What follows belongs to an exercise in optimizing a design on an open flow for small area, a short achievable clock period and few clock cycles; a production flow would make more cautious choices.
Function was checked by simulation only, so behaviour that the tests miss may differ from the original.
Power and IR drop assume default switching activity.

<file path="flow/design.v">
module dpdr_ram #(
   parameter int N    = 1024,
   parameter int K    = 16,
   parameter int NWIN = 64,
   parameter int WOFF = 5
) (
   input  logic                 clock,
   input  logic [N/K/8-1:0]     wr_hi,      
   input  logic [7:0]           wr_lo,      
   input  logic [7:0]           wr_data,
   input  logic [N/K/16-1:0]    cmp_hi,     
   input  logic [15:0]          cmp_lo,     
   input  logic [7:0]           cmp_byte,
   output logic [N/K/16-1:0]    cmp_diff,
   input  logic [NWIN/16-1:0]   rd_hi,      
   input  logic [15:0]          rd_lo,      
   input  logic                 rd_inv,
   output logic [63:0]          rd_data
);
   localparam int NT = N / K;
   localparam int WS = N / NWIN;
   logic [8*N-1:0] ring;
   logic [8*N-1:0] ring_in;
   logic [7:0]     tap_q [NT];
   logic [7:0]     win_q [NWIN];
   logic [7:0]     rd_byte;
   logic [63:0]    rd_hist;
   always_comb begin
      ring_in = {ring[7:0], ring[8*N-1:8]};
      for (int j = 0; j < NT; j++) begin
         if (wr_hi[j/8] && wr_lo[j%8]) begin
            ring_in[8*((j*K+N-1)%N) +: 8] = ~(wr_data ^ {8{j[0]}});
         end else begin
            ring_in[8*((j*K+N-1)%N) +: 8] = ~ring[8*(j*K) +: 8];
         end
      end
   end
   always_ff @(posedge clock) begin
      ring <= ring_in;
   end
   always_comb begin
      for (int j = 0; j < NT; j++) tap_q[j] = ring[8*(j*K) +: 8];
      for (int i = 0; i < NWIN; i++) win_q[i] = ring[8*((WOFF+9+i*WS)%N) +: 8];
   end
   logic [7:0] tap_grp [NT/16];
   always_comb begin
      for (int h = 0; h < NT/16; h++) begin
         tap_grp[h] = '0;
         for (int l = 0; l < 16; l++) tap_grp[h] |= tap_q[16*h+l] & {8{cmp_lo[l]}};
         cmp_diff[h] = cmp_hi[h] && ((tap_grp[h] ^ cmp_byte) != 8'd0);
      end
   end
   logic [7:0] win_grp [NWIN/16];
   logic [7:0] win_grp_ff [NWIN/16];
   logic [NWIN/16-1:0] rd_hi_ff;
   always_comb begin
      for (int h = 0; h < NWIN/16; h++) begin
         win_grp[h] = '0;
         for (int l = 0; l < 16; l++) win_grp[h] |= win_q[16*h+l] & {8{rd_lo[l]}};
      end
      rd_byte = '0;
      for (int h = 0; h < NWIN/16; h++) rd_byte |= win_grp_ff[h] & {8{rd_hi_ff[h]}};
   end
   always_ff @(posedge clock) begin
      for (int h = 0; h < NWIN/16; h++) win_grp_ff[h] <= win_grp[h];
      rd_hi_ff <= rd_hi;
      rd_hist <= {rd_byte ^ {8{rd_inv}}, rd_hist[63:8]};
   end
   assign rd_data = rd_hist;
endmodule
module dirty_page_display_refresh_core
(
   input  logic                                clock,
   input  logic                                reset,
   input  logic                                req_valid,
   output logic                                req_stall,
   input  logic [7:0]                          req_byte,
   input  logic                                req_frame_start,
   output logic                                rsp_valid,
   input  logic                                rsp_stall,
   output logic                                rsp_is_data,
   output logic [63:0]                         rsp_payload,
   output logic [3:0]                          rsp_byte_count,
   output logic                                rsp_write_end,
   output logic                                rsp_last,
   input  logic                                csr_valid,
   output logic                                csr_ready,
   input  logic [1:0]                          csr_index,
   input  logic [7:0]                          csr_wdata
);
   localparam int N    = 1024;
   localparam int K    = 16;
   localparam int NWIN = 64;
   localparam int WOFF = 5;
   localparam int LK = $clog2(K);
   localparam int NT = N / K;
   localparam int LT = $clog2(NT);
   localparam int WS = N / NWIN;
   localparam int LS = $clog2(WS);
   localparam int LW = $clog2(NWIN);
   localparam int RT0 = (WOFF + 9) / K + 1;
   logic [7:0] cols_ff;     
   logic [3:0] pages_ff;    
   assign csr_ready = 1'b1;
   always_ff @(posedge clock) begin
      if (reset) begin
         cols_ff <= 8'd128;
         pages_ff <= 4'd8;
      end else if (csr_valid) begin
         if (csr_index == 2'd0) begin
            if (csr_wdata == 8'd0) cols_ff <= 8'd1;
            else if (csr_wdata > 8'd128) cols_ff <= 8'd128;
            else cols_ff <= csr_wdata;
         end else if (csr_index == 2'd1) begin
            if (csr_wdata[3:0] == 4'd0) pages_ff <= 4'd1;
            else if (csr_wdata[3:0] > 4'd8) pages_ff <= 4'd8;
            else pages_ff <= csr_wdata[3:0];
         end
      end
   end
   logic [9:0] t_ff;
   always_ff @(posedge clock) begin
      if (reset) t_ff <= '0;
      else t_ff <= t_ff + 10'd1;
   end
   logic [NT/8-1:0] ram_wr_hi;
   logic [7:0]     ram_wr_lo;
   logic [NT/16-1:0] ram_rd_hi;
   logic [15:0]    ram_rd_lo;
   logic [7:0]     ram_wr_data;
   logic [3:0]     ram_cmp_diff;
   logic [7:0]     ram_cmp_byte;
   logic [NWIN/16-1:0] r_rd_hi;    
   logic [15:0]    r_rd_lo;
   logic           r_rd_inv_e;  
   logic           r_rd_inv;    
   logic [63:0]    ram_rd_data;
   dpdr_ram #(.N(N), .K(K), .NWIN(NWIN), .WOFF(WOFF)) u_ring (
      .clock   (clock),
      .wr_hi   (ram_wr_hi),
      .wr_lo   (ram_wr_lo),
      .wr_data (ram_wr_data),
      .cmp_hi  (ram_rd_hi),
      .cmp_lo  (ram_rd_lo),
      .cmp_byte(ram_cmp_byte),
      .cmp_diff(ram_cmp_diff),
      .rd_hi   (r_rd_hi),
      .rd_lo   (r_rd_lo),
      .rd_inv  (r_rd_inv),
      .rd_data (ram_rd_data)
   );
   logic       stall_ff;
   logic       take;
   assign req_stall = stall_ff;
   assign take = req_valid && !stall_ff;
   logic [6:0] col_ff;
   logic [2:0] page_ff;
   logic       first_ff;
   logic [6:0] p_col;
   logic [2:0] p_page;
   logic       p_end;
   logic       p_wrap;
   logic [9:0] p_slot;
   logic [9:0] slot_pos;
   logic [9:0] slot_zero;
   assign p_col  = req_frame_start ? 7'd0 : col_ff;
   assign p_page = req_frame_start ? 3'd0 : page_ff;
   assign p_end  = req_frame_start ? (cols_ff == 8'd1) : (({1'b0, col_ff} + 8'd1) >= cols_ff);
   assign p_wrap = req_frame_start ? (pages_ff == 4'd1) : (({1'b0, page_ff} + 4'd1) >= pages_ff);
   assign slot_pos = {page_ff, col_ff} - t_ff - 10'd1;
   assign slot_zero = 10'd0 - t_ff - 10'd1;
   assign p_slot = req_frame_start ? slot_zero : slot_pos;
   always_ff @(posedge clock) begin
      if (reset) begin
         col_ff <= '0;
         page_ff <= '0;
         first_ff <= 1'b1;
      end else if (take) begin
         if (p_end) begin
            col_ff <= '0;
            if (p_wrap) begin
               page_ff <= '0;
               first_ff <= 1'b0;
            end else begin
               page_ff <= p_page + 3'd1;
            end
         end else begin
            col_ff <= p_col + 7'd1;
            page_ff <= p_page;
         end
      end
   end
   logic       q_valid [2];
   logic [7:0] q_byte  [2];
   logic [9:0] q_slot  [2];
   logic [2:0] q_page  [2];
   logic       q_end   [2];
   logic       q_fs    [2];
   logic       q_first [2];
   logic            q_go;      
   logic [NT/16-1:0] q_tap_hi;  
   logic [15:0]     q_tap_lo;
   logic [NT/8-1:0] q_wr_hi;   
   logic [7:0]      q_wr_lo;
   logic            q0_al_next;
   logic            q0_go_next;
   logic [7:0]      pend_next;
   logic [7:0] pend_ff;      
   logic       w_go;
   logic       q0_from_1;
   logic       q0_from_in;
   logic       q1_from_in;
   logic       q0_valid_next;
   logic       q1_valid_next;
   logic [9:0] q0_slot_next;
   logic [9:0] q1_slot_next;
   logic [2:0] q0_page_next;
   assign w_go = q_go;
   assign q0_go_next = q0_valid_next && q0_al_next
                       && !(pend_ff[q0_page_next] || (w_go && q_end[0] && (q_page[0] == q0_page_next)));
   always_comb begin
      q0_from_1 = 1'b0;
      q0_from_in = 1'b0;
      q1_from_in = 1'b0;
      if (!q_valid[0] || w_go) begin
         if (q_valid[1]) begin
            q0_from_1 = 1'b1;
            q1_from_in = take;
         end else begin
            q0_from_in = take;
         end
      end else begin
         q1_from_in = take;
      end
      q0_valid_next = q0_from_1 || q0_from_in || (q_valid[0] && !w_go);
      q1_valid_next = q1_from_in || (q_valid[1] && !q0_from_1);
      if (q0_from_1) begin
         q0_slot_next = q_slot[1] - 10'd1;
         q0_al_next = (q_slot[1][LK-1:0] == LK'(1));
      end else if (q0_from_in) begin
         q0_slot_next = p_slot;
         q0_al_next = req_frame_start ? (t_ff[LK-1:0] == '1)
                                      : (col_ff[LK-1:0] == t_ff[LK-1:0] + LK'(1));
      end else begin
         q0_slot_next = q_slot[0] - 10'd1;
         q0_al_next = (q_slot[0][LK-1:0] == LK'(1));
      end
      if (q1_from_in) q1_slot_next = p_slot;
      else q1_slot_next = q_slot[1] - 10'd1;
      if (q0_from_1) q0_page_next = q_page[1];
      else if (q0_from_in) q0_page_next = p_page;
      else q0_page_next = q_page[0];
   end
   always_ff @(posedge clock) begin
      if (reset) begin
         q_valid[0] <= 1'b0;
         q_valid[1] <= 1'b0;
         q_go <= 1'b0;
         stall_ff <= 1'b0;
      end else begin
         q_valid[0] <= q0_valid_next;
         q_valid[1] <= q1_valid_next;
         q_go <= q0_go_next;
         stall_ff <= q1_valid_next;
      end
   end
   always_ff @(posedge clock) begin
      q_slot[0] <= q0_slot_next;
      q_slot[1] <= q1_slot_next;
      for (int h = 0; h < NT/8; h++) begin
         q_wr_hi[h] <= q0_go_next && (q0_slot_next[9:LK+3] == (LT-3)'(h));
      end
      for (int h = 0; h < NT/16; h++) q_tap_hi[h] <= (q0_slot_next[9:LK+4] == (LT-4)'(h));
      for (int l = 0; l < 16; l++) q_tap_lo[l] <= (q0_slot_next[LK+3:LK] == 4'(l));
      for (int l = 0; l < 8; l++) begin
         q_wr_lo[l] <= q0_go_next && (q0_slot_next[LK+2:LK] == 3'(l));
      end
      if (q0_from_1) begin
         q_byte[0] <= q_byte[1];
         q_page[0] <= q_page[1];
         q_end[0] <= q_end[1];
         q_fs[0] <= q_fs[1];
         q_first[0] <= q_first[1];
      end else if (q0_from_in) begin
         q_byte[0] <= req_byte;
         q_page[0] <= p_page;
         q_end[0] <= p_end;
         q_fs[0] <= req_frame_start;
         q_first[0] <= first_ff;
      end
      if (q1_from_in) begin
         q_byte[1] <= req_byte;
         q_page[1] <= p_page;
         q_end[1] <= p_end;
         q_fs[1] <= req_frame_start;
         q_first[1] <= first_ff;
      end
   end
   assign ram_wr_hi = q_wr_hi;
   assign ram_wr_lo = q_wr_lo;
   assign ram_rd_hi = q_tap_hi;
   assign ram_rd_lo = q_tap_lo;
   assign ram_wr_data = q_byte[0];
   assign ram_cmp_byte = q_byte[0] ^ {8{q_slot[0][LK]}};
   logic       d_valid;
   logic [3:0] d_diff;      
   logic [2:0] d_page;
   logic       d_end;
   logic       d_fs;
   logic       d_first;
   logic       changed_ff;
   logic       d_ch;
   logic       d_send;
   assign d_ch = (!d_fs && changed_ff) || (d_diff != 4'd0);
   assign d_send = d_valid && d_end && (d_ch || d_first);
   always_ff @(posedge clock) begin
      if (reset) begin
         d_valid <= 1'b0;
         changed_ff <= 1'b0;
      end else begin
         d_valid <= w_go;
         if (d_valid) changed_ff <= d_end ? 1'b0 : d_ch;
      end
   end
   always_ff @(posedge clock) begin
      d_diff <= ram_cmp_diff;
      d_page <= q_page[0];
      d_end <= q_end[0];
      d_fs <= q_fs[0];
      d_first <= q_first[0];
   end
   logic [2:0] sq [8];
   logic [2:0] sq_rd;
   logic [2:0] sq_wr;
   logic [3:0] sq_count;
   logic       sq_pop;
   always_ff @(posedge clock) begin
      if (reset) begin
         sq_rd <= '0;
         sq_wr <= '0;
         sq_count <= '0;
      end else begin
         if (d_send) sq_wr <= sq_wr + 3'd1;
         if (sq_pop) sq_rd <= sq_rd + 3'd1;
         sq_count <= sq_count + 4'(d_send) - 4'(sq_pop);
      end
   end
   always_ff @(posedge clock) begin
      if (d_send) sq[sq_wr] <= d_page;
   end
   logic          r_act;
   logic          r_init;     
   logic [2:0]    r_page;
   logic [1:0]    r_step;     
   logic [3:0]    r_word;
   logic [9:0]    r_slot;
   logic          r_match;
   logic [LW-1:0] r_win;
   logic [LW-1:0] r_win_next;
   logic [2:0]    r_age;      
   logic [2:0]    r_age_d;    
   logic [2:0]    r_age_next;
   logic [3:0]    r_count;
   logic          r_final;
   logic          r_done;
   logic        out_free;
   logic        load;
   logic        adv;
   logic [9:0]  r_slot_next;
   logic [3:0]  r_word_next;
   logic [9:0]  r_slot_new;
   logic [9:0]  r_slot_adv;
   logic [9:0]  r_slot_dec;
   logic [63:0] r_data;
   logic        rsp_valid_ff;
   logic        o_is_data;
   logic [63:0] o_payload;
   logic [3:0]  o_count;
   logic        o_wend;
   logic        o_last;
   assign out_free = !rsp_valid_ff || !rsp_stall;
   assign load = out_free && r_act && ((r_step != 2'd3) || r_match);
   assign adv = load && (r_step == 2'd3);
   assign r_done = adv && r_final;
   assign sq_pop = (!r_act || r_done) && (sq_count != 4'd0);
   assign r_slot_new = {r_page, 7'd0} - t_ff - 10'd1;
   assign r_slot_adv = r_slot + 10'd7;
   assign r_slot_dec = r_slot - 10'd1;
   logic [LW-1:0] win_n, win_d;
   logic          match_n, match_d;
   logic [7:0]    rem_n, rem_a, rem_d;
   logic          fin_n, fin_a, fin_d;
   logic [3:0]    cnt_n, cnt_a, cnt_d;
   assign win_n = LW'((r_slot_new - 10'(WOFF)) >> LS);
   assign win_d = LW'((r_slot_dec - 10'(WOFF)) >> LS);
   assign match_n = (r_slot_new[LS-1:0] == LS'(WOFF));
   assign match_d = (r_slot_dec[LS-1:0] == LS'(WOFF));
   assign rem_n = cols_ff;
   assign rem_a = cols_ff - {1'b0, r_word + 4'd1, 3'd0};
   assign rem_d = cols_ff - {1'b0, r_word, 3'd0};
   assign fin_n = rem_n <= 8'd8;
   assign fin_a = rem_a <= 8'd8;
   assign fin_d = rem_d <= 8'd8;
   assign cnt_n = fin_n ? rem_n[3:0] : 4'd8;
   assign cnt_a = fin_a ? rem_a[3:0] : 4'd8;
   assign cnt_d = fin_d ? rem_d[3:0] : 4'd8;
   logic          r_match_next;
   logic          r_same_next;
   logic          r_final_next;
   logic [3:0]    r_count_next;
   always_comb begin
      if (r_init) begin
         r_slot_next = r_slot_new;
         r_word_next = 4'd0;
         r_win_next = win_n;
         r_match_next = match_n;
         r_final_next = fin_n;
         r_count_next = cnt_n;
         r_same_next = (win_n == r_win);
      end else if (adv) begin
         r_slot_next = r_slot_adv;
         r_word_next = r_word + 4'd1;
         r_win_next = r_win;
         r_match_next = 1'b0;
         r_final_next = fin_a;
         r_count_next = cnt_a;
         r_same_next = 1'b1;
      end else begin
         r_slot_next = r_slot_dec;
         r_word_next = r_word;
         r_win_next = win_d;
         r_match_next = match_d;
         r_final_next = fin_d;
         r_count_next = cnt_d;
         r_same_next = (win_d == r_win);
      end
   end
   assign r_age_next = !r_same_next ? 3'd0 : ((r_age == 3'd7) ? 3'd7 : r_age + 3'd1);
   always_ff @(posedge clock) begin
      if (reset) begin
         r_act <= 1'b0;
         r_init <= 1'b0;
         r_step <= '0;
         r_age <= '0;
      end else begin
         r_init <= sq_pop;
         r_age <= r_age_next;
         if (sq_pop) begin
            r_act <= 1'b1;
            r_step <= 2'd0;
         end else if (r_done) begin
            r_act <= 1'b0;
         end else if (load && (r_step != 2'd3)) begin
            r_step <= r_step + 2'd1;
         end
      end
   end
   always_ff @(posedge clock) begin
      if (sq_pop) r_page <= sq[sq_rd];
      r_word <= r_word_next;
      r_slot <= r_slot_next;
      r_match <= r_match_next && (r_age_d == 3'd7);
      r_age_d <= r_age;
      r_win <= r_win_next;
      r_final <= r_final_next;
      r_count <= r_count_next;
      for (int l = 0; l < 16; l++) r_rd_lo[l] <= (r_win_next[3:0] == 4'(l));
      for (int h = 0; h < NWIN/16; h++) r_rd_hi[h] <= (r_win_next[LW-1:4] == (LW-4)'(h));
      r_rd_inv_e <= ((RT0 + int'(r_win_next) * (WS/K)) % 2 == 0);
      r_rd_inv <= r_rd_inv_e;
   end
   always_comb begin
      r_data = '0;
      for (int i = 0; i < 8; i++) begin
         if (4'(i) < r_count) r_data[8*i +: 8] = ram_rd_data[8*i +: 8];
      end
   end
   always_comb begin
      for (int i = 0; i < 8; i++) begin
         if (w_go && q_end[0] && (q_page[0] == 3'(i))) begin
            pend_next[i] = 1'b1;
         end else if (d_valid && d_end && !d_send && (d_page == 3'(i))) begin
            pend_next[i] = 1'b0;
         end else if (r_done && (r_page == 3'(i))) begin
            pend_next[i] = 1'b0;
         end else begin
            pend_next[i] = pend_ff[i];
         end
      end
   end
   always_ff @(posedge clock) begin
      if (reset) pend_ff <= '0;
      else pend_ff <= pend_next;
   end
   always_ff @(posedge clock) begin
      if (reset) begin
         rsp_valid_ff <= 1'b0;
         o_is_data <= 1'b0;
         o_payload <= '0;
         o_count <= '0;
         o_wend <= 1'b0;
         o_last <= 1'b0;
      end else if (out_free) begin
         rsp_valid_ff <= load;
         if (load) begin
            o_is_data <= (r_step == 2'd3);
            case (r_step)
               2'd0: o_payload <= {56'd0, 8'hB0 + {5'd0, r_page}};
               2'd1: o_payload <= 64'h00;
               2'd2: o_payload <= 64'h10;
               default: o_payload <= r_data;
            endcase
            o_count <= (r_step == 2'd3) ? r_count : 4'd1;
            o_wend <= (r_step != 2'd3) || r_final || (r_word[2:0] == 3'd7);
            o_last <= (r_step == 2'd3) && r_final;
         end
      end
   end
   assign rsp_valid = rsp_valid_ff;
   assign rsp_is_data = o_is_data;
   assign rsp_payload = o_payload;
   assign rsp_byte_count = o_count;
   assign rsp_write_end = o_wend;
   assign rsp_last = o_last;
endmodule
</file>
<file path="flow/run.sh">
#!/bin/bash
# synth_recipe.tcl (not shown) runs the flow's synth.tcl, then flattens the netlist and writes it again
# the make line also repeats each setting of config.mk as NAME=value (left out here)
make -C /OpenROAD-flow-scripts/flow DESIGN_CONFIG=/design/flow/config.mk WORK_HOME=/design/flow/orfs CLKGATE_MAP_FILE= SYNTH_SCRIPT=/design/flow/synth_recipe.tcl finish
</file>
<file path="flow/config.mk">
export PLATFORM = sky130hd
export DESIGN_NAME = dirty_page_display_refresh_core
export DESIGN_NICKNAME = dirty_page_display_refresh_core
export VERILOG_FILES = /design/flow/design.v
export SDC_FILE = /design/flow/constraint.sdc
export NUM_CORES = 8
export LEC_CHECK = 0
export ABC_CLOCK_PERIOD_IN_PS = 3000
export CAP_MARGIN = 20
export CORE_ASPECT_RATIO = 2
export CORE_MARGIN = 2
export CORE_UTILIZATION = 60
export CTS_BUF_LIST = sky130_fd_sc_hd__clkbuf_16
export CTS_CLUSTER_DIAMETER = 70
export CTS_CLUSTER_SIZE = 26
export PLACE_DENSITY = 0.7
export SETUP_SLACK_MARGIN = 5
export SLEW_MARGIN = 20
export SYNTH_MEMORY_MAX_BITS = 16384
</file>
<file path="flow/constraint.sdc">
create_clock -name core_clock -period 8.0 [get_ports {clock}]
set_input_delay 1.6000 -clock core_clock [delete_from_list [all_inputs] [get_ports {clock}]]
set_output_delay 1.6000 -clock core_clock [all_outputs]
set_load 0.01 [all_outputs]
</file>
==> summary.md, run 1 <==
| Metric | Value |
|---|---|
| Status | finished clean |
| Final worst slack | 4.91 ns |
| Ys flop type | dfxtp_1 |
| Synth Area per Inst | 16.7 µm² |
| Worst Hold Depth | 0 |
| CP peak stage delay | 0.40 ns |
| Vias after detailed routing | 82.7k |
| Core box area | 0.318 mm² |
| # IOs | 98 |
| Post-synth ARST share | 0% |
| Number of synthesized flops with an enable pin | 52 |
| Switching part of the total | 23.6% |
| Critical path required time | 6.40 ns |
| Pwr Density | 337 mW/mm² |
| GRT overflow | 0 |
| R2r endpoint | d_diff[3] |
| Routability cong. | 0.892 |
| Combinational power share | 7.8% |
| Die ar. | 0.324 mm² |
| Sequential share of the synthesized area | 90.2% |
| DRT Pass-1 Iters | 7 |
| Area of the multi-input gates | 0.0181 mm² |
| CTS H-tree lvls | 5 |
| Type of origin of the critical path | flop |
| FILL cells | 21.1k |
| Synth Instances | 11.5k |
| Worst Hold End | u_ring.ring[2804] |
| Ys Warns | 14 |
| Post-place setup slack | 3.11 ns |
| Clk pwr share | 29.4% |
| Setup violators final | 0 |
| Die Wd | 403 µm |
| Leak | 84.9 nW |
| RSZ-0062 raised after global routing | true |
| Crit path kind | reg -> out |
| CP max FO | 2 |
| Sequential Power Share | 62.8% |
| Fin area | 0.209 mm² |
| DP HPWL | 256000 µm |
| First-pass GRT wire length | 578000 µm |
| Fin. Hold Viols | 0 |
| Hold path start | u_ring.ring[2812] |
| Worst path slowest cell | dfxtp_4 |
| Fin Setup TNS | 0 ns |
| Clock slew at reported path FFs | 0.09 ns |
| Pint | 53.9 mW |
| Initial antenna violation count | 32 |
| Final period util | 38.6% |
| Setup crit end kind | output port |
| Initial Utilization | 60.2% |
| Critical-path cell list | buf_6 |
| Share of cells above drive strength 1 | 7.99% |
| Slew @ Worst Pin | 1.18 ns |
| Die H | 803 µm |
| FMAX | 324 MHz |
| Worst Path Buf+Inv | 1 |
| Crit. path cell count | 1 |
| Vias in the first global route | 84.1k |
| Synth Cell Area | 0.191 mm² |
| CP delay by family, top | flip-flops |
| Met1 Resource Use GR | 29.8% |
| Met2 usage | 42.0% |
| CTS tree | built |
| Seq. cell area | 0.173 mm² |
| Area post-placement | 0.198 mm² |
| Reg2Reg Depth | 8 |
| CTS root buffer | clkbuf_16 |
| Vias per inst | 5.15 |
| # DRC | 0 |
| Avg WL per Cell | 25.5 µm |
| P&R area growth vs syn | 9.20% |
| Worst clock skew | 0.0915 ns |
| Sw power | 16.7 mW |
| CTS sink count | 8598 |
| Final Max Tran Viols | 0 |
| Seq cells post-synth | 8598 |
| Hold buffer count at CTS | 0 |
| R2r setup slk | 4.98 ns |
| PortBufs | 96 |
| CTS Buf Count | 374 |
| Unique masters post-synth | 91 |
| Initial drt markers | 6568 |
| All-Layer GR Usage | 25.0% |
| Worst EP arrival | 1.49 ns |
| Core Util, Final | 65.8% |
| Post-DRT Antenna Nets | 0 |
| Max Buffers Root-to-Sink | 4 |
| Largest net degree at the start of global routing | 87 |
| WHS | 0.249 ns |
| Clk latency of the worst-skew pair | 0.98 ns |
| Worst Hold Class | reg -> reg |
| Post-route minimum period | 3.09 ns |
| GRT busiest layer | met2 |
| Core Rows | 293 |
| Met3 global-route usage | 4.18% |
| WL final | 409000 µm |
| Max VDD drop | 0.225 mV |
| Syn_nets | 11.6k |
| RR Startpoint | q_tap_lo[1] |
| Maxcap violations | 0 |
| Slew headroom | 20.8% |
| Final nets | 11.9k |
-- routing by layer --
| metal | vias to the layer above | routed length [µm] | part of all wire (%) |
|---|---|---|---|
| li1 | 38000 | - | - |
| met1 | 40700 | 158000 | 39 |
| met2 | 2816 | 198000 | 48 |
| met3 | 1117 | 23800 | 5.8 |
| met4 | 6 | 29400 | 7.2 |
| met5 | - | 34 | 0.0083 |
-- area by class of cell --
class                   count  share of cell area, %
inverters                  73                  0.136
multi-input cells        2509                   8.64
flip-flops and latches   8598                   82.7
clock inverters            34                  0.194
well taps                4130                   2.47
clock buffers             378                   4.52
diodes                     22                 0.0263
repair buffers            303                   1.35
-- cell usage in the layout, fill, tap and decap left out, drive strengths merged, types with 8 or more instances in the layout --
cell type and n:
a211oi 10, and2 8, a22oi 63, a2111oi 8, nand2b 20, nand3 32, buf 279, a22o 270
nor3b 10, diode 22, a221oi 269, xor2 38, mux2i 274, clkdlybuf4s50 19, nor2 422, and3 13
nor3 77, inv 90, o21ai 61, nor4 24, xnor2 91, o221ai 9, or3 12, a21oi 341
or2 8, nand2 166, clkinv 12, a21o 15, nand4 72, edfxtp 52, nor2b 22, clkbuf 380
ha 56, dfxtp 8546
-- registers in the layout (all words and copies together), names as in the netlist, 6 cells and up --
name,count
u_ring.ring,8192
o_payload,64
u_ring.rd_hist,64
u_ring.win_grp_ff,32
sq,24
q_slot,20
q_byte,16
q_tap_lo,16
r_rd_lo,16
r_slot,10
t_ff,10
cols_ff,8
pend_ff,8
q_wr_hi,8
q_wr_lo,8
col_ff,7
q_page,6
r_win,6
-- worst max path at each step --
stage                       start         endpoint  slack, ns
floorplan               rsp_stall      sq_count[3]       4.41
global placement     q_byte[0][2]        d_diff[3]       3.11
detailed placement      req_valid       q_wr_hi[0]       3.11
CTS                 o_payload[20]  rsp_payload[20]       4.83
global route        o_payload[17]  rsp_payload[17]       4.85
finish              o_payload[24]  rsp_payload[24]       4.91
-- per-stage QoR --
step           total power, mW  cells
2_1_floorplan             47.5  11500
3_3_place_gp              50.3  15500
6_report                  70.6  16000
3_5_place_dp              50.4  15500
4_1_cts                   70.7  16000
5_1_grt                   72.5  16000
-- kinds of logic after synthesis --
logic type | Yosys count | share of synthesized area, %
flip-flops | 8598 | 90.2
buffers and inverters | 361 | 0.730
XOR/XNOR | 134 | 0.660
multiplexers | 285 | 1.53
adder cells (fa/ha/maj) | 61 | 0.418
AO/OA/AOI/OAI | 1115 | 4.29
other | 1 | 0.00196
AND/OR/NAND/NOR | 913 | 2.21
-- cells in the mapped netlist (5+ instances only) --
master	number	area, µm²
dfxtp_1	8546	171000
nor2_1	421	1580
a21oi_1	339	1700
mux2i_1	274	2740
a22o_1	270	2360
a221oi_1	268	2350
clkbuf_1	255	957
nand2_1	166	623
xnor2_1	90	788
nor3_1	77	385
nand4_1	72	450
inv_1	71	267
a22oi_1	62	465
o21ai_0	60	300
ha_1	56	701
edfxtp_1	52	1560
xor2_1	38	333
nand3_1	32	160
nor4_1	23	144
nor2b_1	22	138
nand2b_1	20	125
buf_2	17	85.1
a21o_1	15	113
and3_1	13	81.3
or3_1	11	68.8
buf_1	10	37.5
nor3b_1	10	75.1
o221ai_1	9	78.8
a2111oi_0	8	70.1
a211oi_1	8	60.1
and2_1	8	50.1
a31oi_1	7	43.8
o211ai_1	7	52.6
or2_2	7	43.8
a32oi_1	6	52.6
mux4_2	6	135
o21a_1	6	45.0
fa_1	5	100
mux2_2	5	56.3
o21bai_1	5	37.5
-- repair_timing --
| action | in CTS | in global routing |
|---|---|---|
| setup buffers | 50 | 31 |
| cloned | 2 | 0 |
| pin swaps | 12 | 19 |
| setup endpoints to repair | 195 | 131 |
| gates resized for setup | 561 | 50 |
-- power groups by stage --
stage                     Clock, mW  Sequential (mW)  Combinational (mW)
after CTS                      21.2             44.3                5.32
final                          20.7             44.3                5.53
after global routing           22.6             44.3                5.66
after detailed placement          0             45.3                5.14
after floorplan                   0             44.5                2.92
after global placement            0             45.2                5.03
Testbench counts, summed over its fixed seeds: cycles 50,049.
==> run 2: changes to the inputs <==
--- a/flow/design.v
+++ b/flow/design.v
@@ -11,7 +11,7 @@
    input  logic [N/K/16-1:0]    cmp_hi,     
    input  logic [15:0]          cmp_lo,     
    input  logic [7:0]           cmp_byte,
-   output logic [N/K/16-1:0]    cmp_diff,
+   output logic                 cmp_diff,
    input  logic [NWIN/16-1:0]   rd_hi,      
    input  logic [15:0]          rd_lo,      
    input  logic                 rd_inv,
@@ -42,13 +42,24 @@
       for (int j = 0; j < NT; j++) tap_q[j] = ring[8*(j*K) +: 8];
       for (int i = 0; i < NWIN; i++) win_q[i] = ring[8*((WOFF+9+i*WS)%N) +: 8];
    end
-   logic [7:0] tap_grp [NT/16];
+   logic [7:0]         tap_grp [NT/16];
+   logic [7:0]         tap_grp_ff [NT/16];
+   logic [NT/16-1:0]   cmp_hi_ff;
+   logic [7:0]         cmp_byte_ff;
+   logic [7:0]         tap_sel;
    always_comb begin
       for (int h = 0; h < NT/16; h++) begin
          tap_grp[h] = '0;
          for (int l = 0; l < 16; l++) tap_grp[h] |= tap_q[16*h+l] & {8{cmp_lo[l]}};
-         cmp_diff[h] = cmp_hi[h] && ((tap_grp[h] ^ cmp_byte) != 8'd0);
       end
+      tap_sel = '0;
+      for (int h = 0; h < NT/16; h++) tap_sel |= tap_grp_ff[h] & {8{cmp_hi_ff[h]}};
+      cmp_diff = (tap_sel != cmp_byte_ff);
+   end
+   always_ff @(posedge clock) begin
+      for (int h = 0; h < NT/16; h++) tap_grp_ff[h] <= tap_grp[h];
+      cmp_hi_ff <= cmp_hi;
+      cmp_byte_ff <= cmp_byte;
    end
    logic [7:0] win_grp [NWIN/16];
    logic [7:0] win_grp_ff [NWIN/16];
@@ -128,7 +139,7 @@
    logic [NT/16-1:0] ram_rd_hi;
    logic [15:0]    ram_rd_lo;
    logic [7:0]     ram_wr_data;
-   logic [3:0]     ram_cmp_diff;
+   logic           ram_cmp_diff;
    logic [7:0]     ram_cmp_byte;
    logic [NWIN/16-1:0] r_rd_hi;    
    logic [15:0]    r_rd_lo;
@@ -302,8 +313,13 @@
    assign ram_rd_lo = q_tap_lo;
    assign ram_wr_data = q_byte[0];
    assign ram_cmp_byte = q_byte[0] ^ {8{q_slot[0][LK]}};
+   logic       x_valid;     
+   logic [2:0] x_page;
+   logic       x_end;
+   logic       x_fs;
+   logic       x_first;
    logic       d_valid;
-   logic [3:0] d_diff;      
+   logic       d_diff;      
    logic [2:0] d_page;
    logic       d_end;
    logic       d_fs;
@@ -311,23 +327,29 @@
    logic       changed_ff;
    logic       d_ch;
    logic       d_send;
-   assign d_ch = (!d_fs && changed_ff) || (d_diff != 4'd0);
+   assign d_ch = (!d_fs && changed_ff) || d_diff;
    assign d_send = d_valid && d_end && (d_ch || d_first);
    always_ff @(posedge clock) begin
       if (reset) begin
+         x_valid <= 1'b0;
          d_valid <= 1'b0;
          changed_ff <= 1'b0;
       end else begin
-         d_valid <= w_go;
+         x_valid <= w_go;
+         d_valid <= x_valid;
          if (d_valid) changed_ff <= d_end ? 1'b0 : d_ch;
       end
    end
    always_ff @(posedge clock) begin
+      x_page <= q_page[0];
+      x_end <= q_end[0];
+      x_fs <= q_fs[0];
+      x_first <= q_first[0];
       d_diff <= ram_cmp_diff;
-      d_page <= q_page[0];
-      d_end <= q_end[0];
-      d_fs <= q_fs[0];
-      d_first <= q_first[0];
+      d_page <= x_page;
+      d_end <= x_end;
+      d_fs <= x_fs;
+      d_first <= x_first;
    end
    logic [2:0] sq [8];
    logic [2:0] sq_rd;
==> run 2 against run 1 <==
  * Still clean on timing, DRC and antenna
  * Critical path depth is the same
  * Utilization shrank 0.17 points
  * Combinational power shrank 21%
  * Clock power is essentially flat
  * Sequential power grew 1%
  * Total power shrank 0.64%
  * Global-route usage shrank 0.68 points
  * Critical path type unchanged
  * Register-to-register slack gained 0.03 ns
  * Setup slack lost 0.0025 ns
  * Synthesized cell count is essentially flat
  * Sequential cell count grew 48
  * Worst hold slack lost 0.0017 ns
==> summary.md, run 2 <==
| Metric | Value |
|---|---|
| Status | finished clean |
| Initial drt markers | 6678 |
| Ys flop type | dfxtp_1 |
| DRT Pass-1 Iters | 6 |
| Critical-path cell list | buf_6 |
| Number of synthesized flops with an enable pin | 52 |
| Max reg flops | 8192 |
| Worst Setup SP | o_payload[17] |
| Die Wd | 404 µm |
| Seq. cell area | 0.174 mm² |
| GRT overflow | 0 |
| CP delay by family, top | flip-flops |
| Share of cells above drive strength 1 | 7.13% |
| Crit. path cell count | 1 |
| FMAX | 324 MHz |
| RSZ-0062 raised after global routing | true |
| Worst path slowest cell | dfxtp_4 |
| R2r endpoint | col_ff[4] |
| Ys Warns | 15 |
| Count leader, synth | dfxtp_1 |
| Largest net degree at the start of global routing | 93 |
| Sequential share of the synthesized area | 90.4% |
| CTS Buf Count | 375 |
| Initial Utilization | 60.3% |
| FILL cells | 21.4k |
| Final nets | 11.9k |
| Worst Hold Class | reg -> reg |
| CP max FO | 2 |
| All-Layer GR Usage | 24.3% |
| CTS root buffer | clkbuf_16 |
| Critical path required time | 6.40 ns |
| Largest Register | u_ring.ring |
| P&R area growth vs syn | 8.78% |
| Die H | 804 µm |
| Pwr Total | 70.1 mW |
| Max Buffers Root-to-Sink | 4 |
| Most frequent cells in the layout | dfxtp_1 (8479), nor2_1 (433), clkbuf_16 (381) |
| First-pass GRT wire length | 568000 µm |
| Fin. Hold Viols | 0 |
| Seq cells post-synth | 8646 |
| Dominant cell type by area after synthesis | dfxtp_1 |
| CTS tree | built |
| Synth Instances | 11.5k |
| WL final | 399000 µm |
| Setup violators final | 0 |
| Syn_nets | 11.6k |
| # IOs | 98 |
| CTS sink count | 8646 |
| PortBufs | 96 |
| Post-synth ARST share | 0% |
| # DRC | 0 |
| Post-place setup slack | 2.90 ns |
| Worst Path Buf+Inv | 1 |
| Biggest regs | u_ring.ring: 8192 flops, o_payload: 64 flops, u_ring.rd_hist: 64 flops |
| Post-route minimum period | 3.09 ns |
| Area of the multi-input gates | 0.0174 mm² |
| Clock slew at reported path FFs | 0.10 ns |
| Leak | 84.9 nW |
| Routability cong. | 0.850 |
| Ranking of synthesized cells by area | dfxtp_1 (90%), mux2i_1 (1.5%), a221oi_1 (1.3%) |
| Vias per inst | 5.13 |
| Synth Cell Area | 0.192 mm² |
| Max VDD drop | 0.244 mV |
| Final period util | 38.6% |
| Die ar. | 0.325 mm² |
| Core Rows | 293 |
| Initial antenna violation count | 31 |
| Clk latency of the worst-skew pair | 0.97 ns |
| Worst clock skew | 0.0896 ns |
| Most common library cell in the layout ignoring fill and taps | dfxtp_1 |
| Slew headroom | 16.7% |
| CP peak stage delay | 0.41 ns |
| DP HPWL | 244000 µm |
| Avg WL per Cell | 24.9 µm |
| Reg2Reg Depth | 12 |
| RR Startpoint | col_ff[2] |
| Type of origin of the critical path | flop |
| Final Max Tran Viols | 0 |
| Unique masters post-synth | 89 |
| Vias after detailed routing | 82.1k |
| Pwr Density | 336 mW/mm² |
| Worst EP arrival | 1.49 ns |
| Crit path kind | reg -> out |
| Post-DRT Antenna Nets | 0 |
| Core Util, Final | 65.6% |
| Most frequent cells after synthesis | dfxtp_1 (8594), nor2_1 (439), a21oi_1 (334) |
| Setup crit end kind | output port |
| Slew @ Worst Pin | 1.25 ns |
| R2r setup slk | 5.01 ns |
| Share of the synthesized area in the top cell type | 89.6% |
| Synth Area per Inst | 16.7 µm² |
| Worst Setup EP | rsp_payload[17] |
| Vias in the first global route | 83.7k |
| Core box area | 0.318 mm² |
| Final worst slack | 4.91 ns |
| CTS H-tree lvls | 5 |
| Fin Setup TNS | 0 ns |
| Maxcap violations | 0 |
## run 2: cell types whose count changed after synthesis, sizes merged, moves of 6 or more
cell | previous run | this run
nand2 | 166 | 182
nand2b | 20 | 27
nor4 | 24 | 6
nor2 | 422 | 440
a2111oi | 8 | 1
a22oi | 63 | 54
a221oi | 269 | 276
dfxtp | 8546 | 8594
nor3 | 77 | 60
a21o | 15 | 5
o21ai | 61 | 55
xnor2 | 91 | 71
clkbuf | 257 | 251
## run 2: what timing repair did
action                                  4_1_cts  5_1_grt
gates resized for setup                     524       32
gates cloned                                  2        0
setup buffers                                33       19
hold buffers                                  0        0
endpoints found under the setup margin      223      108
pin swaps                                     6        7
## run 2: worst register-to-register path, cell delays in order, from the launching register on
cell and delay (ns):
dfxtp_4 0.43, nand3_1 0.19, nor2_2 0.18, xor2_1 0.16, ha_1 0.28, a21oi_1 0.17
nor2b_1 0.08, a41oi_2 0.22, o21ai_2 0.11, o41ai_4 0.36, inv_2 0.10, or4_1 0.51
a21oi_1 0.15
## run 2: per-stage QoR
stage                     area (µm²)  cells  hold slack [ns]
after global placement        198000  15500            0.310
final                         209000  16000            0.247
after detailed placement      198000  15500            0.312
after global routing          209000  16000            0.260
after floorplan               192000  11500            0.310
after CTS                     208000  16000            0.248
## run 2: area by class of cell
| class | count | area share (%) |
|---|---|---|
| antenna | 28 | 0.0336 |
| clock buffer | 381 | 4.57 |
| clock inverter | 40 | 0.172 |
| inverter | 69 | 0.125 |
| multi-input combinational | 2468 | 8.32 |
| sequential | 8646 | 83.2 |
| tap | 4130 | 2.47 |
| timing repair buffer | 245 | 1.07 |
## run 2: power by group
| group | internal [mW] | total [mW] | switching (mW) |
|---|---|---|---|
| clock | 8.62 | 20.8 | 12.2 |
| combinational | 1.55 | 4.35 | 2.80 |
| sequential | 43.8 | 44.9 | 1.11 |
| total | 54.0 | 70.1 | 16.1 |
## run 2: layer usage
metal  global-route usage, %  share of wire, %
met2                    40.2                47
met1                    29.6                39
met5                       0            0.0055
met3                    4.24               6.0
met4                    15.2               7.2
## run 2: kinds of logic (layout without fill, tap and decap cells)
family                     after synthesis  count (layout)  synth area share, %
AOI/OAI and AO/OA                     1081            1081                 4.13
xor gates and xnor gates               112             112                0.522
adders and majority gates               61              61                0.417
buffers and inverters                  352             735                0.722
DFF                                   8646            8646                 90.4
muxes                                  293             293                 1.59
other                                    1              29              0.00195
and+or+nand+nor                        919             920                 2.18
## run 2: how the worst min path moves through the flow
stage	endpoint	slack, ns	cells past startpoint	from
final	u_ring.ring[8003]	0.25	0	u_ring.ring[8011]
after global routing	u_ring.ring[7627]	0.26	0	u_ring.ring[7635]
after CTS	u_ring.ring[8003]	0.25	0	u_ring.ring[8011]
after detailed placement	u_ring.ring[1031]	0.31	0	u_ring.ring[1039]
after global placement	u_ring.ring[6082]	0.31	0	u_ring.ring[6090]
after floorplan	d_end	0.31	0	x_end
Testbench counts of run 2, summed over its fixed seeds: cycles 50,049.
==> run 3: changes to the inputs <==
--- a/flow/design.v
+++ b/flow/design.v
@@ -15,7 +15,7 @@
    input  logic [NWIN/16-1:0]   rd_hi,      
    input  logic [15:0]          rd_lo,      
    input  logic                 rd_inv,
-   output logic [63:0]          rd_data
+   output logic [7:0]           rd_byte
 );
    localparam int NT = N / K;
    localparam int WS = N / NWIN;
@@ -23,8 +23,6 @@
    logic [8*N-1:0] ring_in;
    logic [7:0]     tap_q [NT];
    logic [7:0]     win_q [NWIN];
-   logic [7:0]     rd_byte;
-   logic [63:0]    rd_hist;
    always_comb begin
       ring_in = {ring[7:0], ring[8*N-1:8]};
       for (int j = 0; j < NT; j++) begin
@@ -64,20 +62,20 @@
    logic [7:0] win_grp [NWIN/16];
    logic [7:0] win_grp_ff [NWIN/16];
    logic [NWIN/16-1:0] rd_hi_ff;
+   logic [7:0]         rd_sel;
    always_comb begin
       for (int h = 0; h < NWIN/16; h++) begin
          win_grp[h] = '0;
          for (int l = 0; l < 16; l++) win_grp[h] |= win_q[16*h+l] & {8{rd_lo[l]}};
       end
-      rd_byte = '0;
-      for (int h = 0; h < NWIN/16; h++) rd_byte |= win_grp_ff[h] & {8{rd_hi_ff[h]}};
+      rd_sel = '0;
+      for (int h = 0; h < NWIN/16; h++) rd_sel |= win_grp_ff[h] & {8{rd_hi_ff[h]}};
    end
    always_ff @(posedge clock) begin
       for (int h = 0; h < NWIN/16; h++) win_grp_ff[h] <= win_grp[h];
       rd_hi_ff <= rd_hi;
-      rd_hist <= {rd_byte ^ {8{rd_inv}}, rd_hist[63:8]};
    end
-   assign rd_data = rd_hist;
+   assign rd_byte = rd_sel ^ {8{rd_inv}};
 endmodule
 module dirty_page_display_refresh_core
 (
@@ -145,7 +143,7 @@
    logic [15:0]    r_rd_lo;
    logic           r_rd_inv_e;  
    logic           r_rd_inv;    
-   logic [63:0]    ram_rd_data;
+   logic [7:0]     ram_rd_byte;
    dpdr_ram #(.N(N), .K(K), .NWIN(NWIN), .WOFF(WOFF)) u_ring (
       .clock   (clock),
       .wr_hi   (ram_wr_hi),
@@ -158,7 +156,7 @@
       .rd_hi   (r_rd_hi),
       .rd_lo   (r_rd_lo),
       .rd_inv  (r_rd_inv),
-      .rd_data (ram_rd_data)
+      .rd_byte (ram_rd_byte)
    );
    logic       stall_ff;
    logic       take;
@@ -376,24 +374,27 @@
    logic [1:0]    r_step;     
    logic [3:0]    r_word;
    logic [9:0]    r_slot;
-   logic          r_match;
-   logic [LW-1:0] r_win;
+   logic [LW-1:0] r_win;      
    logic [LW-1:0] r_win_next;
    logic [2:0]    r_age;      
    logic [2:0]    r_age_d;    
    logic [2:0]    r_age_next;
+   logic [2:0]    r_run;      
    logic [3:0]    r_count;
    logic          r_final;
    logic          r_done;
    logic        out_free;
-   logic        load;
-   logic        adv;
+   logic        cmd_load;
+   logic        shift;
+   logic        word_in;    
+   logic        adv;        
    logic [9:0]  r_slot_next;
    logic [3:0]  r_word_next;
    logic [9:0]  r_slot_new;
    logic [9:0]  r_slot_adv;
    logic [9:0]  r_slot_dec;
-   logic [63:0] r_data;
+   logic [3:0]  in_pos;     
+   logic [7:0]  in_byte;
    logic        rsp_valid_ff;
    logic        o_is_data;
    logic [63:0] o_payload;
@@ -401,21 +402,24 @@
    logic        o_wend;
    logic        o_last;
    assign out_free = !rsp_valid_ff || !rsp_stall;
-   assign load = out_free && r_act && ((r_step != 2'd3) || r_match);
-   assign adv = load && (r_step == 2'd3);
-   assign r_done = adv && r_final;
+   assign cmd_load = out_free && ((r_act && (r_step != 2'd3)) || sq_pop);
+   assign shift = out_free && !cmd_load;
+   assign adv = rsp_valid_ff && !rsp_stall && o_is_data;
+   assign r_done = adv && o_last;
    assign sq_pop = (!r_act || r_done) && (sq_count != 4'd0);
    assign r_slot_new = {r_page, 7'd0} - t_ff - 10'd1;
    assign r_slot_adv = r_slot + 10'd7;
    assign r_slot_dec = r_slot - 10'd1;
-   logic [LW-1:0] win_n, win_d;
-   logic          match_n, match_d;
+   logic [LW-1:0] win_n, win_a, win_d;
+   logic          match_n, match_a, match_d;
    logic [7:0]    rem_n, rem_a, rem_d;
    logic          fin_n, fin_a, fin_d;
    logic [3:0]    cnt_n, cnt_a, cnt_d;
    assign win_n = LW'((r_slot_new - 10'(WOFF)) >> LS);
+   assign win_a = LW'((r_slot_adv - 10'(WOFF)) >> LS);
    assign win_d = LW'((r_slot_dec - 10'(WOFF)) >> LS);
    assign match_n = (r_slot_new[LS-1:0] == LS'(WOFF));
+   assign match_a = (r_slot_adv[LS-1:0] == LS'(WOFF));
    assign match_d = (r_slot_dec[LS-1:0] == LS'(WOFF));
    assign rem_n = cols_ff;
    assign rem_a = cols_ff - {1'b0, r_word + 4'd1, 3'd0};
@@ -426,7 +430,7 @@
    assign cnt_n = fin_n ? rem_n[3:0] : 4'd8;
    assign cnt_a = fin_a ? rem_a[3:0] : 4'd8;
    assign cnt_d = fin_d ? rem_d[3:0] : 4'd8;
-   logic          r_match_next;
+   logic          r_match_next;   
    logic          r_same_next;
    logic          r_final_next;
    logic [3:0]    r_count_next;
@@ -442,11 +446,11 @@
       end else if (adv) begin
          r_slot_next = r_slot_adv;
          r_word_next = r_word + 4'd1;
-         r_win_next = r_win;
-         r_match_next = 1'b0;
+         r_win_next = win_a;
+         r_match_next = match_a;
          r_final_next = fin_a;
          r_count_next = cnt_a;
-         r_same_next = 1'b1;
+         r_same_next = (win_a == r_win);
       end else begin
          r_slot_next = r_slot_dec;
          r_word_next = r_word;
@@ -458,21 +462,27 @@
       end
    end
    assign r_age_next = !r_same_next ? 3'd0 : ((r_age == 3'd7) ? 3'd7 : r_age + 3'd1);
+   assign word_in = r_act && (r_step == 2'd3) && !adv && shift && (r_run == 3'd7)
+                    && r_match_next && (r_age_d == 3'd7);
+   assign in_pos = 4'(WOFF + 8) - r_slot[3:0];
+   assign in_byte = (adv || (in_pos < r_count)) ? ram_rd_byte : 8'd0;
    always_ff @(posedge clock) begin
       if (reset) begin
          r_act <= 1'b0;
          r_init <= 1'b0;
          r_step <= '0;
          r_age <= '0;
+         r_run <= '0;
       end else begin
          r_init <= sq_pop;
          r_age <= r_age_next;
+         r_run <= !shift ? 3'd0 : ((r_run == 3'd7) ? 3'd7 : r_run + 3'd1);
          if (sq_pop) begin
             r_act <= 1'b1;
-            r_step <= 2'd0;
+            r_step <= 2'd1;
          end else if (r_done) begin
             r_act <= 1'b0;
-         end else if (load && (r_step != 2'd3)) begin
+         end else if (cmd_load) begin
             r_step <= r_step + 2'd1;
          end
       end
@@ -481,7 +491,6 @@
       if (sq_pop) r_page <= sq[sq_rd];
       r_word <= r_word_next;
       r_slot <= r_slot_next;
-      r_match <= r_match_next && (r_age_d == 3'd7);
       r_age_d <= r_age;
       r_win <= r_win_next;
       r_final <= r_final_next;
@@ -492,12 +501,6 @@
       r_rd_inv <= r_rd_inv_e;
    end
    always_comb begin
-      r_data = '0;
-      for (int i = 0; i < 8; i++) begin
-         if (4'(i) < r_count) r_data[8*i +: 8] = ram_rd_data[8*i +: 8];
-      end
-   end
-   always_comb begin
       for (int i = 0; i < 8; i++) begin
          if (w_go && q_end[0] && (q_page[0] == 3'(i))) begin
             pend_next[i] = 1'b1;
@@ -523,18 +526,21 @@
          o_wend <= 1'b0;
          o_last <= 1'b0;
       end else if (out_free) begin
-         rsp_valid_ff <= load;
-         if (load) begin
-            o_is_data <= (r_step == 2'd3);
-            case (r_step)
-               2'd0: o_payload <= {56'd0, 8'hB0 + {5'd0, r_page}};
-               2'd1: o_payload <= 64'h00;
-               2'd2: o_payload <= 64'h10;
-               default: o_payload <= r_data;
-            endcase
-            o_count <= (r_step == 2'd3) ? r_count : 4'd1;
-            o_wend <= (r_step != 2'd3) || r_final || (r_word[2:0] == 3'd7);
-            o_last <= (r_step == 2'd3) && r_final;
+         rsp_valid_ff <= cmd_load || word_in;
+         if (cmd_load) begin
+            o_is_data <= 1'b0;
+            if (sq_pop) o_payload <= {56'd0, 8'hB0 + {5'd0, sq[sq_rd]}};
+            else if (r_step == 2'd1) o_payload <= 64'h00;
+            else o_payload <= 64'h10;
+            o_count <= 4'd1;
+            o_wend <= 1'b1;
+            o_last <= 1'b0;
+         end else begin
+            o_payload <= {in_byte, o_payload[63:8]};
+            o_is_data <= 1'b1;
+            o_count <= r_count;
+            o_wend <= r_final || (r_word[2:0] == 3'd7);
+            o_last <= r_final;
          end
       end
    end
==> run 3 against run 2 <==
  * Setup slack improved by 0.046 ns
  * Utilization about the same
  * Highest routed layer unchanged
  * Wire length fell by 0.70%
  * Clock power about the same
  * Via count is 1.8% lower
  * Clock skew down 0.025 ns
  * Synthesized cell count is 2.0% lower
  * Combinational power increased by 11%
  * Largest cell class unchanged
  * Still clean
==> summary.md, run 3 <==
| Metric | Value |
|---|---|
| Crit path kind | reg -> out |
| Area post-placement | 0.196 mm² |
| Critical-path cell list | buf_6 |
| Maxcap violations | 0 |
| DRT Pass-1 Iters | 6 |
| Critical path required time | 6.40 ns |
| P&R area growth vs syn | 9.04% |
| Core Rows | 292 |
| CTS root buffer | clkbuf_16 |
| Hold path start | u_ring.ring[5583] |
| Ys Warns | 15 |
| Die ar. | 0.321 mm² |
| All-Layer GR Usage | 24.4% |
| DP HPWL | 243000 µm |
| Avg WL per Cell | 25.1 µm |
| Seq cells post-synth | 8587 |
| Worst clock skew | 0.0650 ns |
| R2r setup slk | 5.14 ns |
| Worst Hold Class | reg -> reg |
| Ys flop type | dfxtp_1 |
| Worst path slowest cell | dfxtp_4 |
| Fin area | 0.207 mm² |
| RSZ-0062 raised after global routing | true |
| Ranking of synthesized cells by area | dfxtp_1 (90%), a22o_1 (1.5%), mux2i_1 (1.4%) |
| Fin Setup TNS | 0 ns |
| Setup violators final | 0 |
| Vias after detailed routing | 80.6k |
| Post-synth ARST share | 0% |
| Switching part of the total | 23.2% |
| CTS Buf Count | 373 |
| Worst Path Buf+Inv | 1 |
| Post-DRT Antenna Nets | 0 |
| Most common library cell in the layout ignoring fill and taps | dfxtp_1 |
| Die H | 800 µm |
| Biggest regs | u_ring.ring: 8192 flops, o_payload: 64 flops |
| Fin. Hold Viols | 0 |
| CP peak stage delay | 0.41 ns |
| Count leader, synth | dfxtp_1 |
| Worst Setup SP | o_payload[62] |
| Sw power | 16.2 mW |
| Hold buffer count at CTS | 0 |
| WL final | 396000 µm |
| Initial antenna violation count | 32 |
| Post-route minimum period | 3.04 ns |
| Final nets | 11.7k |
| Dominant cell type by area after synthesis | dfxtp_1 |
| Final non-filler cell total | 15.8k |
| CTS H-tree lvls | 5 |
| Vias per inst | 5.10 |
| CTS tree | built |
| Final Max Tran Viols | 0 |
| Pint | 53.8 mW |
| Routability cong. | 0.868 |
| Combinational power share | 6.9% |
| Setup crit end kind | output port |
| FMAX | 329 MHz |
| Clk pwr share | 29.5% |
| Max reg flops | 8192 |
| CP delay by family, top | flip-flops |
| Syn_nets | 11.3k |
| PortBufs | 96 |
| Clk latency of the worst-skew pair | 0.95 ns |
| CP max FO | 2 |
| Leak | 84.4 nW |
| Synth Cell Area | 0.190 mm² |
| RR Startpoint | t_ff[1] |
| # IOs | 98 |
| Most frequent cells in the layout | dfxtp_1 (8421), nor2_1 (386), clkbuf_16 (380) |
| Sequential Power Share | 63.6% |
| Share of cells above drive strength 1 | 7.64% |
| Unique masters post-synth | 85 |
| Placed cells | 15.3k |
| Max VDD drop | 0.304 mV |
| Final period util | 38.0% |
| Pwr Density | 338 mW/mm² |
| GRT overflow | 0 |
| Initial drt markers | 5955 |
| Initial Utilization | 60.2% |
| Synth Instances | 11.2k |
| WHS | 0.282 ns |
| Largest net degree at the start of global routing | 81 |
| Status | finished clean |
| Number of synthesized flops with an enable pin | 52 |
| Share of the synthesized area in the top cell type | 89.9% |
| Worst EP arrival | 1.44 ns |
| Synth Area per Inst | 16.9 µm² |
| Slew headroom | 16.8% |
| CTS sink count | 8587 |
| Most frequent cells after synthesis | dfxtp_1 (8535), nor2_1 (394), a22o_1 (332) |
| Slew @ Worst Pin | 1.25 ns |
| Vias in the first global route | 82.3k |
| Core box area | 0.316 mm² |
| First-pass GRT wire length | 562000 µm |
| Type of origin of the critical path | flop |
| Largest Register | u_ring.ring |
| Max Buffers Root-to-Sink | 4 |
| Sequential share of the synthesized area | 90.7% |
| Die Wd | 402 µm |
| Clock slew at reported path FFs | 0.10 ns |
| # DRC | 0 |
==> run 3: cell types whose count changed in the layout (fill, tap and decap cells not counted), sizes merged, moves of 11 or more <==
cell    change
buf        +38
nand2      -13
xnor2      -11
dfxtp      -59
nand2b     -11
o21ai      -13
nor4       +12
nand3      -15
nor2       -44
a22oi      -32
a21oi      -20
a22o       +60
==> run 3: layout make-up <==
class | count | area [µm²]
clock inverters | 29 | 309
flip-flops and latches | 8587 | 173000
clock buffers | 380 | 9510
fillers | 21200 | 108000
diodes | 19 | 47.5
multi-input cells | 2313 | 16700
inverters | 76 | 304
well taps | 4116 | 5150
repair buffers | 283 | 2580
==> run 3: through the flow <==
stage / utilization (%) / setup WS [ns] / power (mW)
floorplan: - / 4.42 / 47.3
global placement: 62.1 / 3.06 / 50.0
detailed placement: 62.1 / 2.99 / 50.0
CTS: 65.5 / 4.88 / 70.3
global route: 65.6 / 4.90 / 72.0
finish: 65.6 / 4.96 / 70.1
==> run 3: what timing repair did <==
item	in CTS	in global routing
resized for setup	503	44
pin swaps	14	9
endpoints found under the setup margin	222	122
buffers inserted	84	11
cloned	1	0
==> run 3: worst paths after layout <==
| kind | end | cells after the start |
|---|---|---|
| setup / recovery | rsp_payload[62] | 1 |
| hold / removal | u_ring.ring[5575] | 0 |
| setup reg to reg | q_wr_hi[4] | 12 |
| hold reg to reg | u_ring.ring[5575] | 0 |
==> run 3: metal layers <==
layer | vias up | global-route usage [%] | wire [µm] | share of wire, %
li1 | 37200 | - | - | -
met1 | 39700 | 29.4 | 155000 | 39
met2 | 2750 | 41.1 | 189000 | 48
met3 | 989 | 3.98 | 22900 | 5.8
met4 | 6 | 14.9 | 28700 | 7.2
met5 | - | 0 | 34 | 0.0086
==> run 3: cell families (layout without fill, tap and decap cells) <==
logic type	after synthesis	after routing	share of synthesized area [%]
muxes	282	282	1.54
buffers and inverters	341	768	0.698
DFF	8587	8587	90.7
AOI/OAI and AO/OA	1052	1052	4.13
adders and majority gates	64	64	0.441
and+or+nand+nor	820	820	1.98
other	1	20	0.00197
xor gates and xnor gates	94	94	0.467
==> run 3: power groups by stage <==
stage,clock network [mW],registers (mW),logic [mW]
3_5_place_dp,0,45.5,4.51
6_report,20.7,44.6,4.83
4_1_cts,21.1,44.5,4.70
3_3_place_gp,0,45.5,4.48
2_1_floorplan,0,44.6,2.72
5_1_grt,22.5,44.6,5.01
Testbench counts of run 3, summed over its fixed seeds: cycles 50,179.
==> run 4: changes to the inputs <==
--- a/flow/design.v
+++ b/flow/design.v
@@ -134,8 +134,8 @@
    end
    logic [NT/8-1:0] ram_wr_hi;
    logic [7:0]     ram_wr_lo;
-   logic [NT/16-1:0] ram_rd_hi;
-   logic [15:0]    ram_rd_lo;
+   logic [NT/16-1:0] ram_cmp_hi;
+   logic [15:0]    ram_cmp_lo;
    logic [7:0]     ram_wr_data;
    logic           ram_cmp_diff;
    logic [7:0]     ram_cmp_byte;
@@ -149,8 +149,8 @@
       .wr_hi   (ram_wr_hi),
       .wr_lo   (ram_wr_lo),
       .wr_data (ram_wr_data),
-      .cmp_hi  (ram_rd_hi),
-      .cmp_lo  (ram_rd_lo),
+      .cmp_hi  (ram_cmp_hi),
+      .cmp_lo  (ram_cmp_lo),
       .cmp_byte(ram_cmp_byte),
       .cmp_diff(ram_cmp_diff),
       .rd_hi   (r_rd_hi),
@@ -208,7 +208,7 @@
    logic       q_first [2];
    logic            q_go;      
    logic [NT/16-1:0] q_tap_hi;  
-   logic [15:0]     q_tap_lo;
+   logic [15:0]     q_tap_lo;   
    logic [NT/8-1:0] q_wr_hi;   
    logic [7:0]      q_wr_lo;
    logic            q0_al_next;
@@ -307,8 +307,8 @@
    end
    assign ram_wr_hi = q_wr_hi;
    assign ram_wr_lo = q_wr_lo;
-   assign ram_rd_hi = q_tap_hi;
-   assign ram_rd_lo = q_tap_lo;
+   assign ram_cmp_hi = q_tap_hi;
+   assign ram_cmp_lo = q_tap_lo;
    assign ram_wr_data = q_byte[0];
    assign ram_cmp_byte = q_byte[0] ^ {8{q_slot[0][LK]}};
    logic       x_valid;     
--- a/flow/config.mk
+++ b/flow/config.mk
@@ -11,8 +11,8 @@
 export CORE_MARGIN = 2
 export CORE_UTILIZATION = 60
 export CTS_BUF_LIST = sky130_fd_sc_hd__clkbuf_16
-export CTS_CLUSTER_DIAMETER = 70
-export CTS_CLUSTER_SIZE = 26
+export CTS_CLUSTER_DIAMETER = 65
+export CTS_CLUSTER_SIZE = 28
 export PLACE_DENSITY = 0.7
 export SETUP_SLACK_MARGIN = 5
 export SLEW_MARGIN = 20
==> run 4 against run 3 <==
  * Fmax is 0.29% lower
  * Largest power group unchanged
  * Sequential power hardly changed
  * Synthesized cell count stayed put
  * Cell area is 0.23% lower
  * Still clean on timing, DRC and antenna
  * Highest routed layer unchanged
  * Via count is 0.35% lower
  * Clock skew hardly changed
  * Utilization is 0.15 points lower
  * Die area stayed put
  * Wire length is 0.32% lower
  * Clock power is 3% lower
  * Worst hold slack worse by 0.0076 ns
  * Sequential share of layout area is 0.19 points higher
  * Critical path type unchanged
==> summary.md, run 4 <==
| Metric | Value |
|---|---|
| CP peak stage delay | 0.38 ns |
| Slew headroom | 19.0% |
| Post-place setup slack | 2.99 ns |
| Clock slew at reported path FFs | 0.10 ns |
| Fin. Hold Viols | 0 |
| Final worst slack | 4.95 ns |
| Final period util | 38.1% |
| WL final | 395000 µm |
| Post-synth ARST share | 0% |
| Syn_nets | 11.3k |
| Switching part of the total | 23.2% |
| Status | finished clean |
| RR Startpoint | t_ff[1] |
| Worst path slowest cell | dfxtp_4 |
| Setup crit end kind | output port |
| Max Buffers Root-to-Sink | 4 |
| # IOs | 98 |
| First-pass GRT wire length | 560000 µm |
| Type of origin of the critical path | flop |
| Die Wd | 402 µm |
| Hold path start | u_ring.ring[2068] |
| RSZ-0062 raised after global routing | true |
| Largest Register | u_ring.ring |
| Ys Warns | 15 |
| Crit path kind | reg -> out |
| Vias in the first global route | 82.0k |
| Share of cells above drive strength 1 | 7.43% |
| Ys flop type | dfxtp_1 |
| CP delay by family, top | flip-flops |
| Dominant cell type by area after synthesis | dfxtp_1 |
| Routability cong. | 0.868 |
| CTS sink count | 8587 |
| Worst clock skew | 0.0652 ns |
| Final Max Tran Viols | 0 |
| Most frequent cells in the layout | dfxtp_1 (8421), nor2_1 (388), clkbuf_16 (359) |
| Worst EP arrival | 1.45 ns |
| Sequential Power Share | 64.1% |
| Worst Path Buf+Inv | 1 |
| Sequential share of the synthesized area | 90.7% |
| Pwr Density | 336 mW/mm² |
| Initial antenna violation count | 34 |
| DP HPWL | 243000 µm |
| Most common library cell in the layout ignoring fill and taps | dfxtp_1 |
| Synth Area per Inst | 16.9 µm² |
| Maxcap violations | 0 |
| Clk pwr share | 28.9% |
| Worst Hold Class | reg -> reg |
| Seq cells post-synth | 8587 |
| WHS | 0.275 ns |
| Count leader, synth | dfxtp_1 |
| GRT overflow | 0 |
| Critical path required time | 6.40 ns |
| CTS Buf Count | 350 |
| Number of synthesized flops with an enable pin | 52 |
| Fin Setup TNS | 0 ns |
| Die ar. | 0.321 mm² |
| Core Rows | 292 |
| Worst Setup SP | o_payload[21] |
| Post-route minimum period | 3.05 ns |
| Clk latency of the worst-skew pair | 0.94 ns |
| Most frequent cells after synthesis | dfxtp_1 (8535), nor2_1 (394), a22o_1 (332) |
| Die H | 800 µm |
| Initial Utilization | 60.2% |
| Largest family of logic cells by synthesized area | compound AO/OA/AOI/OAI gates |
| Largest net degree at the start of global routing | 81 |
| CTS H-tree lvls | 5 |
| Combinational power share | 6.9% |
| Share of the synthesized area in the top cell type | 89.9% |
| Compound-cell area share of the yosys netlist | 4.13% |
| Synth Cell Area | 0.190 mm² |
| Ranking of synthesized cells by area | dfxtp_1 (90%), a22o_1 (1.5%), mux2i_1 (1.4%) |
| Leak | 84.1 nW |
| Final nets | 11.7k |
| Biggest regs | u_ring.ring: 8192 flops, o_payload: 64 flops |
| All-Layer GR Usage | 24.3% |
| Max reg flops | 8192 |
| CP max FO | 2 |
| Sw power | 16.1 mW |
| Max VDD drop | 0.315 mV |
| PortBufs | 96 |
| Pint | 53.4 mW |
| Core box area | 0.316 mm² |
| Post-Synth XOR/XNOR Area | 0.467% |
| FILL cells | 21.3k |
| Unique masters post-synth | 85 |
| CTS tree | built |
| Setup violators final | 0 |
| Critical-path cell list | buf_6 |
| Vias after detailed routing | 80.3k |
| Synth Area in Simple Gates | 1.98% |
| Pwr Total | 69.5 mW |
| DRT Pass-1 Iters | 7 |
| FMAX | 328 MHz |
| Synth Area in Adders | 0.441% |
| Post-DRT Antenna Nets | 0 |
| Vias per inst | 5.09 |
| Post-synthesis mux area share | 1.54% |
| Synth Instances | 11.2k |
| Avg WL per Cell | 25.0 µm |
| Slew @ Worst Pin | 1.21 ns |
| # DRC | 0 |
| Initial drt markers | 6000 |
| P&R area growth vs syn | 8.78% |
| CTS root buffer | clkbuf_16 |
==> run 4: cell counts after synthesis <==
No cell type changed its count.
==> run 4: path summary, 6_finish.rpt <==
path	to	slack [ns]	depth (start not counted)
hold / removal	u_ring.ring[2060]	0.27	0
setup / recovery	rsp_payload[21]	4.95	1
setup reg to reg	q_wr_hi[5]	5.14	12
hold reg to reg	u_ring.ring[2060]	0.27	0
==> run 4: layout make-up <==
cell class	instances	area [µm²]	share of cell area, %
Clock buffer	359	8980	4.35
Clock inverter	31	317	0.153
Timing Repair Buffer	283	2580	1.25
Multi-Input combinational cell	2313	16700	8.06
Antenna cell	28	70.1	0.0339
Sequential cell	8587	173000	83.5
Tap cell	4116	5150	2.49
Inverter	76	304	0.147
==> run 4: per-stage QoR <==
step | util [%] | instance area [µm²] | instances
3_5_place_dp | 62.1 | 196000 | 15300
2_1_floorplan | - | 190000 | 11200
5_1_grt | 65.5 | 207000 | 15800
3_3_place_gp | 62.1 | 196000 | 15300
6_report | 65.5 | 207000 | 15800
4_1_cts | 65.4 | 206000 | 15800
==> run 4: logic make-up (layout without fill, tap and decap cells) <==
logic type / after synthesis / count (layout)
buffers and inverters: 341 / 749
xor gates and xnor gates: 94 / 94
other: 1 / 29
DFF: 8587 / 8587
muxes: 282 / 282
and+or+nand+nor: 820 / 820
AOI/OAI and AO/OA: 1052 / 1052
adders and majority gates: 64 / 64
==> run 4: per-layer routing <==
metal	wire, µm	global-route usage [%]	up-vias
met5	83	0	-
met4	28400	15.5	12
met3	23700	4.58	1020
met2	188000	40.6	2724
met1	154000	29.0	39500
li1	-	-	37100
==> run 4: timing repair <==
action,CTS,global route
hold buffers,0,0
buffers inserted,84,12
setup endpoints to repair,221,120
gates resized for setup,505,44
pin swaps,14,8
cloned,1,0
==> run 4: power groups by stage <==
stage | combinational, mW | sequential (mW) | clock (mW)
after floorplan | 2.72 | 44.6 | 0
final | 4.83 | 44.6 | 20.1
after global routing | 5.01 | 44.6 | 21.9
after CTS | 4.70 | 44.5 | 20.5
after detailed placement | 4.51 | 45.5 | 0
after global placement | 4.48 | 45.5 | 0
Testbench counts of run 4, summed over its fixed seeds: cycles 50,179.

## what the ideal ports hide
No port has a modelled driver above. Below, the same layouts with a new extraction and two added sets of constraints.
Step 1: set_driving_cell puts a clkbuf_16 on clock and a buf_2 on each other input, an assumption about the parent block.
Step 2 times the ports against the registers' clock, not the clock port: input delays grow and output delays shrink by t, the midpoint of the rising clock arrivals with the driver on.
Slacks: no drivers / after step 1 / after step 2; pairs: no drivers / after step 1.
| run | t (ns) | slack for setup (ns) | worst setup path after step 2 | slew at the worst register clock pin (ns) | worst slew at a driven data input, ns |
|---|---|---|---|---|---|
| run 1 | 1.052 | 4.914 / 4.795 / 4.122 | input to register | 0.11 / 0.11 | 0.13 |
| run 2 | 1.026 | 4.912 / 4.817 / 4.089 | input to register | 0.11 / 0.11 | 0.17 |
| run 3 | 1.018 | 4.958 / 4.863 / 4.066 | input to register | 0.11 / 0.11 | 0.20 |
| run 4 | 1.008 | 4.949 / 4.855 / 4.057 | input to register | 0.11 / 0.11 | 0.20 |
After both steps every run listed still meets setup and hold.
